Source: an optimization exercise on an open RTL-to-GDS flow (aim: small area, a short achievable clock period and few clock cycles per item). Production flows keep margins and buffers that such runs may drop.
Only simulation tests tie the RTL to the original design; equivalence was not proved.
Power figures rest on the tool's default switching activity, not on a simulated workload.

### config.mk
export PLATFORM = sky130hd
export DESIGN_NAME = region_average_color_core
export DESIGN_NICKNAME = region_average_color_core
export VERILOG_FILES = /design/flow/design.v
export SDC_FILE = /design/flow/constraint.sdc
export NUM_CORES = 4
export LEC_CHECK = 0
export CAP_MARGIN = 20
export CORE_MARGIN = 2
export CORE_UTILIZATION = 40
export SLEW_MARGIN = 20
### constraint.sdc
create_clock -name core_clock -period 6.0 [get_ports {clk}]
set_input_delay 1.2000 -clock core_clock [delete_from_list [all_inputs] [get_ports {clk}]]
set_output_delay 1.2000 -clock core_clock [all_outputs]
set_load 0.01 [all_outputs]
### design.v
package rac_pkg;
	localparam int COORD_W = 11;
	localparam int REG_W   = 12;
	localparam int EXT_W   = 11;
	localparam int COLOR_W = 8;
	localparam int SUM_W   = 30;
	localparam int CNT_W   = 23;
	localparam logic [1:0] REG_LEFT   = 2'd0;
	localparam logic [1:0] REG_TOP    = 2'd1;
	localparam logic [1:0] REG_WIDTH  = 2'd2;
	localparam logic [1:0] REG_HEIGHT = 2'd3;
endpackage
module rac_front (
	input  logic [rac_pkg::COORD_W-1:0] lo,
	input  logic [rac_pkg::EXT_W-1:0]   ext,
	input  logic [rac_pkg::COORD_W-1:0] p,
	output logic                        hit
);
	logic [rac_pkg::COORD_W:0] d;
	assign d      = {1'b0, p} - {1'b0, lo};
	assign hit = !d[rac_pkg::COORD_W] && (d[rac_pkg::COORD_W-1:0] <= ext);
endmodule
module rac_queue (
	input  logic                        clk,
	input  logic                        arst_n,
	input  logic                        take,
	input  logic [rac_pkg::COORD_W-1:0] pixel_x,
	input  logic [rac_pkg::COORD_W-1:0] pixel_y,
	input  logic [rac_pkg::COLOR_W-1:0] pixel_red,
	input  logic [rac_pkg::COLOR_W-1:0] pixel_green,
	input  logic [rac_pkg::COLOR_W-1:0] pixel_blue,
	input  logic                        last_pixel,
	output logic                        s_valid,
	output logic [rac_pkg::COORD_W-1:0] s_x,
	output logic [rac_pkg::COORD_W-1:0] s_y,
	output logic [rac_pkg::COLOR_W-1:0] s_red,
	output logic [rac_pkg::COLOR_W-1:0] s_green,
	output logic [rac_pkg::COLOR_W-1:0] s_blue,
	output logic                        s_last
);
	always_ff @(posedge clk or negedge arst_n) begin
		if (!arst_n) begin
			s_valid <= 1'b0;
		end else begin
			s_valid <= take;
		end
	end
	always_ff @(posedge clk) begin
		s_x     <= pixel_x;
		s_y     <= pixel_y;
		s_red   <= pixel_red;
		s_green <= pixel_green;
		s_blue  <= pixel_blue;
		s_last  <= last_pixel;
	end
endmodule
module rac_accum (
	input  logic                        clk,
	input  logic                        clr,
	input  logic                        div,
	input  logic                        add,
	input  logic [rac_pkg::COLOR_W-1:0] color,
	input  logic [rac_pkg::CNT_W-1:0]   tally,
	output logic [rac_pkg::COLOR_W-1:0] mean
);
	localparam int SW = rac_pkg::SUM_W;
	localparam int CW = rac_pkg::CNT_W;
	localparam int LO = SW - CW;   
	logic [SW-1:0] acc_q;
	logic [CW:0]   diff;
	logic          ge;
	logic [CW-1:0] win;
	assign diff = {1'b0, acc_q[SW-1:LO]} - {1'b0, tally};
	assign ge   = !diff[CW];
	assign win  = ge ? diff[CW-1:0] : acc_q[SW-1:LO];
	always_ff @(posedge clk) begin
		if (clr) begin
			acc_q <= '0;
		end else if (div) begin
			acc_q <= {win[CW-2:0], acc_q[LO-1:0], ge};
		end else if (add) begin
			acc_q <= acc_q + SW'(color);
		end
	end
	assign mean = acc_q[rac_pkg::COLOR_W-1:0];
endmodule
module rac_div (
	input  logic       clk,
	input  logic       arst_n,
	input  logic       pixel_valid,
	input  logic       last_pixel,
	input  logic       s_valid,
	input  logic       s_last,
	input  logic       counted,
	input  logic       mean_ready,
	output logic       pixel_ready,
	output logic       take,
	output logic       clr,
	output logic       div,
	output logic       mean_valid,
	output logic       region_empty
);
	logic       nz_q;
	logic [2:0] step_q;
	assign take = pixel_valid && pixel_ready;
	always_ff @(posedge clk or negedge arst_n) begin
		if (!arst_n) begin
			pixel_ready <= 1'b0;
			clr         <= 1'b1;
			div         <= 1'b0;
			mean_valid  <= 1'b0;
		end else begin
			pixel_ready <= (pixel_ready || clr || (mean_valid && mean_ready)) &&
				!(take && last_pixel);
			clr <= mean_valid && mean_ready;
			if (mean_valid && mean_ready) begin
				mean_valid <= 1'b0;
			end else if (div && step_q == '0) begin
				mean_valid <= 1'b1;
			end else if (s_valid && s_last && !(nz_q || counted)) begin
				mean_valid <= 1'b1;
			end
			if (s_valid && s_last && (nz_q || counted)) begin
				div <= 1'b1;
			end else if (step_q == '0) begin
				div <= 1'b0;
			end
		end
	end
	always_ff @(posedge clk) begin
		if (clr) begin
			nz_q <= 1'b0;
		end else if (counted) begin
			nz_q <= 1'b1;
		end
		if (div) begin
			step_q <= step_q - 1'b1;
		end else begin
			step_q <= '1;
		end
	end
	assign region_empty = !nz_q;
endmodule
module region_average_color_core (
	input  logic       clk,
	input  logic       arst_n,
	input  logic       cfg_wr_en,
	input  logic [1:0] cfg_index,
	input  logic [11:0] cfg_data,
	input  logic        pixel_valid,
	output logic        pixel_ready,
	input  logic [10:0] pixel_x,
	input  logic [10:0] pixel_y,
	input  logic [7:0]  pixel_blue,
	input  logic [7:0]  pixel_green,
	input  logic [7:0]  pixel_red,
	input  logic        last_pixel,
	output logic        mean_valid,
	input  logic        mean_ready,
	output logic [7:0]  mean_red,
	output logic [7:0]  mean_green,
	output logic [7:0]  mean_blue,
	output logic [22:0] inside_count,
	output logic        region_empty
);
	localparam int CW = rac_pkg::CNT_W;
	logic [10:0] lo_x_q, lo_y_q, ext_x_q, ext_y_q;
	always_ff @(posedge clk or negedge arst_n) begin
		if (!arst_n) begin
			lo_x_q  <= '0;
			lo_y_q  <= '0;
			ext_x_q <= '0;
			ext_y_q <= '0;
		end else if (cfg_wr_en) begin
			case (cfg_index)
				rac_pkg::REG_LEFT:   lo_x_q  <= cfg_data[11] ? '0 : cfg_data[10:0];
				rac_pkg::REG_TOP:    lo_y_q  <= cfg_data[11] ? '0 : cfg_data[10:0];
				rac_pkg::REG_WIDTH:  ext_x_q <= cfg_data[10:0];
				default:             ext_y_q <= cfg_data[10:0];
			endcase
		end
	end
	logic        take, clr, div;
	logic        s_valid, s_last;
	logic [10:0] s_x, s_y;
	logic [7:0]  s_red, s_green, s_blue;
	rac_queue u_in (
		.clk         (clk),
		.arst_n      (arst_n),
		.take        (take),
		.pixel_x     (pixel_x),
		.pixel_y     (pixel_y),
		.pixel_red   (pixel_red),
		.pixel_green (pixel_green),
		.pixel_blue  (pixel_blue),
		.last_pixel  (last_pixel),
		.s_valid     (s_valid),
		.s_x         (s_x),
		.s_y         (s_y),
		.s_red       (s_red),
		.s_green     (s_green),
		.s_blue      (s_blue),
		.s_last      (s_last)
	);
	logic in_x, in_y, counted;
	rac_front u_fx (.lo(lo_x_q), .ext(ext_x_q), .p(s_x), .hit(in_x));
	rac_front u_fy (.lo(lo_y_q), .ext(ext_y_q), .p(s_y), .hit(in_y));
	logic [CW-1:0] tally_q;
	assign counted = s_valid && in_x && in_y && !tally_q[CW-1];
	always_ff @(posedge clk) begin
		if (clr) begin
			tally_q <= '0;
		end else if (counted) begin
			tally_q <= tally_q + 1'b1;
		end
	end
	rac_accum u_r (.clk(clk), .clr(clr), .div(div), .add(counted), .color(s_red),
		.tally(tally_q), .mean(mean_red));
	rac_accum u_g (.clk(clk), .clr(clr), .div(div), .add(counted), .color(s_green),
		.tally(tally_q), .mean(mean_green));
	rac_accum u_b (.clk(clk), .clr(clr), .div(div), .add(counted), .color(s_blue),
		.tally(tally_q), .mean(mean_blue));
	rac_div u_ctl (
		.clk          (clk),
		.arst_n       (arst_n),
		.pixel_valid  (pixel_valid),
		.last_pixel   (last_pixel),
		.s_valid      (s_valid),
		.s_last       (s_last),
		.counted      (counted),
		.mean_ready   (mean_ready),
		.pixel_ready  (pixel_ready),
		.take         (take),
		.clr          (clr),
		.div          (div),
		.mean_valid   (mean_valid),
		.region_empty (region_empty)
	);
	assign inside_count = tally_q;
endmodule
### run.sh
#!/bin/bash
# synth_recipe.tcl (not shown) runs the flow's synth.tcl, then flattens the netlist and writes it again
# the make line also repeats each setting of config.mk as NAME=value (left out here)
make -C /OpenROAD-flow-scripts/flow DESIGN_CONFIG=/design/flow/config.mk WORK_HOME=/design/flow/orfs CLKGATE_MAP_FILE= SYNTH_SCRIPT=/design/flow/synth_recipe.tcl finish
==> summary.txt <==
==> registers in the layout, summed over array words and instances, names as in the netlist, 23 cells and up <==
name / count
u_b.acc_q: 30
u_r.acc_q: 30
u_g.acc_q: 30
tally_q: 23
==> worst max-delay path: cells and delay by family (launching register included) <==
kind,cells,cell delay [ps]
adders and majority gates,2,620
AOI/OAI and AO/OA,14,2960
DFF,1,340
and+or+nand+nor,3,1080
buffers and inverters,2,350
==> layout make-up <==
class / instances / area, um^2
diodes: 1 / 2.50
clock buffers: 34 / 721
clock inverters: 13 / 169
fillers: 3585 / 19400
inverters: 134 / 503
multi-input cells: 1367 / 9500
flip-flops and latches: 213 / 4510
well taps: 468 / 586
repair buffers: 132 / 1280
==> metal layers <==
metal	wire length (um)	vias to the layer above	global-route usage (%)
li1	-	6589	-
met1	20000	6301	30.0
met2	19700	296	36.1
met3	2370	66	3.86
met4	1250	0	7.18
met5	0	-	0
==> what timing repair did <==
item | in CTS | in global routing
gates resized for setup | 0 | 2
hold endpoints to repair | 0 | 0
setup endpoints to repair | 0 | 9
==> cell families (layout without fill, tap and decap cells) <==
| family | count (synthesis) | count (layout) | synth area share, % |
|---|---|---|---|
| and+or+nand+nor | 588 | 588 | 19.3 |
| xor gates and xnor gates | 134 | 134 | 7.85 |
| DFF | 213 | 213 | 30.2 |
| adders and majority gates | 148 | 148 | 12.8 |
| buffers and inverters | 221 | 313 | 6.40 |
| other | 0 | 1 | 0 |
| AOI/OAI and AO/OA | 462 | 462 | 21.0 |
| muxes | 35 | 35 | 2.57 |
==> cells in the final DEF, fill, tap and decap left out, types with 27 or more instances in the layout <==
cell and n:
dfxtp_1 164, a21o_1 33, dfrtp_1 47, clkdlybuf4s50_1 114
o21a_1 29, a211oi_1 49, nand2_1 152, inv_1 132
nor3_1 61, xnor2_1 99, xor2_1 35, nor2_1 159
a21oi_1 104, nand3_1 40, mux2_2 27, ha_1 140
o21ai_0 81
==> where the power goes <==
group	switching [uW]	leakage, uW	internal [uW]
Clock	666	0.000444	978
Sequential	510	0.00197	1830
Combinational	3020	0.00456	2420
==> worst min-delay path by stage <==
stage	from	slack, ps	to	cells after the start
finish	u_ctl.step_q[0]	400	u_ctl.step_q[0]	1
detailed placement	u_ctl.step_q[0]	380	u_ctl.step_q[0]	1
global route	u_ctl.step_q[0]	430	u_ctl.step_q[0]	1
global placement	u_ctl.step_q[0]	380	u_ctl.step_q[0]	1
floorplan	u_ctl.step_q[0]	370	u_ctl.step_q[0]	1
CTS	u_ctl.step_q[0]	400	u_ctl.step_q[0]	1
==> stage by stage <==
step / utilization, % / area (um^2)
floorplan: - / 15000
global placement: 44.6 / 16400
detailed placement: 44.6 / 16400
CTS: 47.0 / 17300
global route: 47.0 / 17300
finish: 47.1 / 17300
==> metrics.md <==
| Metric | Value |
|---|---|
| Tcrit/Tclk final | `about nine tenths` |
| Routed via count | `13,300` |
| Cells after synthesis | `~1,800` |
| Status | `no timing/DRC/antenna violations` |
| Worst slew pin tran | `between 1000 and 1500 ps` |
| Max_cap viols | `0` |
| # DRC | `0` |
| Top-level port count | `roughly 120` |
| Reg-to-reg endpoint | `u_b.acc_q[22]` |
| Setup_tns | `0 ps` |
| Worst stage delay on the critical path | `630 ps` |
| Max clock buf depth | `3` |
| PortBufs | `around 120` |
| Gr usage total | `22.3%` |
| Post-Route WL | `43,300 um` |
| R2R setup slack | `480 ps` |
| Yosys top cell by area | `dfxtp_1` |
| Endpoint kind of the worst setup timing path | `register` |
| Htree depth | `1` |
| Max Fclk | `roughly 180 MHz` |
| Clk_skew | `31.5 ps` |
| Root Buffer | `clkbuf_16` |
| Top_reg_cell synth | `dfxtp_1` |
| Top area cells in the synthesized netlist | `dfxtp_1 (22%), ha_1 (12%), dfrtp_1 (8.0%)` |
| Final Critical Period | `around 5500 ps` |
| Placed cell count | `approximately 2,300` |
| Max-slew violations | `0` |
| Initial antenna violation count | `0` |
| Origin of the critical flop-to-flop path | `lo_x_q[2]` |
| CP max stage cell | `or4b_2` |
| Pwr Density | `546 nW/um^2` |
| Die width | `197 um` |
| Post-synth EDFFs | `0` |
| Leakage | `approximately 0.0070 uW` |
| CTS Sinks | `213` |
| Final ANT Viol Nets | `0` |
| Syn avg cell area | `just over 8 um^2` |
| Synth top area share | `between 20% and 30%` |
| WS Path Type | `register to register` |
| DP HPWL | `31,600 um` |
| Pwr Total | `9420 uW` |
| Critical Path AT | `about 6000 ps` |
| Largest net degree at the start of global routing | `between 60 and 70` |
| Critical Path End | `u_b.acc_q[22]` |
| CTS Buf Count | `26` |
| Initial DRC count | `approximately 820` |
| Worst skew pair latency | `between 500 and 600 ps` |
| Synth cell count leaders | `dfxtp_1 (164), nor2_1 (159), nand2_1 (153)` |
| DR pass1 iterations | `5` |
| Final setup viols | `0` |
| Vias in the first global route | `roughly 13,000` |
| Setup Fix Bufs, Post-CTS | `0` |
| Post-synthesis sequential area ratio | `between 30% and 40%` |
| Grt total ovfl | `0` |
| Pre-CTS WS | `around 460 ps` |
| Setup ws final | `about 480 ps` |
| Ys async rst share | `a little under a quarter` |
| Layout cell share with drive strength beyond 1 | `~6.6%` |
| Routability cong. | `~0.9` |
| DR vias/cell | `approximately 5.6` |
| RSZ-0062 raised after global routing | `false` |
| Final Hold Fails | `0` |
| Cell Area, Synth | `around 15,000 um^2` |
| Core area | `approximately 37,000 um^2` |
| YS warnings | `4` |
| Initial Util | `between 40% and 50%` |
| CP Launch Type | `register` |
| Count leader, synth | `dfxtp_1` |
| WP data required | `around 6400 ps` |
| Maximum vdd ir drop | `0.265 mV` |
| Most frequent CP cell | `o21ai_0` |
| Min-delay worst type | `register to register` |
| Row count | `70` |
| Syn_nets | `2,015` |
| Non-Filler Instances | `between 2,000 and 2,500` |
| Synth unique cells | `83` |
| Die ar. | `approximately 39,000 um^2` |
| Cells along the critical path | `inv_1, ha_1, nor2b_1, o21ai_0, a21boi_0, o21ai_0, a21boi_0, o21ai_0, a21boi_0, or4b_2, o2111ai_1, ha_1, a21oi_1, o21ai_0, nor4_1, o31ai_1, a211oi_2, buf_4, o211ai_2, o31a_1, o311a_1` |
| Reg2Reg Depth | `21` |
| Area growth, synth to finish | `15.4%` |
| Crit Path Max Fanout | `14` |
| Hold-fix buffers at CTS | `0` |
| Global-route wire length before repair | `69,200 um` |
| Min Hold Slack | `around 400 ps` |
| Final Net Count | `2,088` |
| Routed wire length per instance | `about 18 um` |
| CTS tree | `yes` |
| Die H | `around 200 um` |
| CTS clock-pin slew for the worst setup and hold paths | `approximately 60 ps` |
| #FFs+latches synth | `213` |
| Slew HR | `24.6%` |
| Critical Path Start | `lo_x_q[2]` |
Testbench counts, summed over its fixed seeds: cycles 220,713, pixels 216,409.

==> re-timing with driven ports <==
No port has a modelled driver above. Below, the same layout with a new extraction and two added sets of constraints. Step 1 (the two cells are an assumption about what drives the block):
set clk [get_ports {clk}]
set_driving_cell -lib_cell sky130_fd_sc_hd__clkbuf_16 $clk
set_driving_cell -lib_cell sky130_fd_sc_hd__buf_2 [delete_from_list [all_inputs] $clk]
Step 2 moves the port delays by t, midway between the first and last clock arrival at a register: inputs arrive t later, outputs are due t later. That takes back most of the time a late clock gives input paths. a / b / c = ideal ports / drivers / drivers and shift; a / b = the first two.
t, ns: 0.616
setup slack, ns: 0.481 / 0.481 / 0.481
latest minus earliest clock arrival (ns): 0.031 / 0.032
slew at the worst register clock pin (ns): 0.06 / 0.06
cell pins on the clock port's net: 1
After both steps this run still meets setup and hold. For this run, drivers alone change the setup slack by 0.000 ns; drivers and shift together by 0.000 ns.
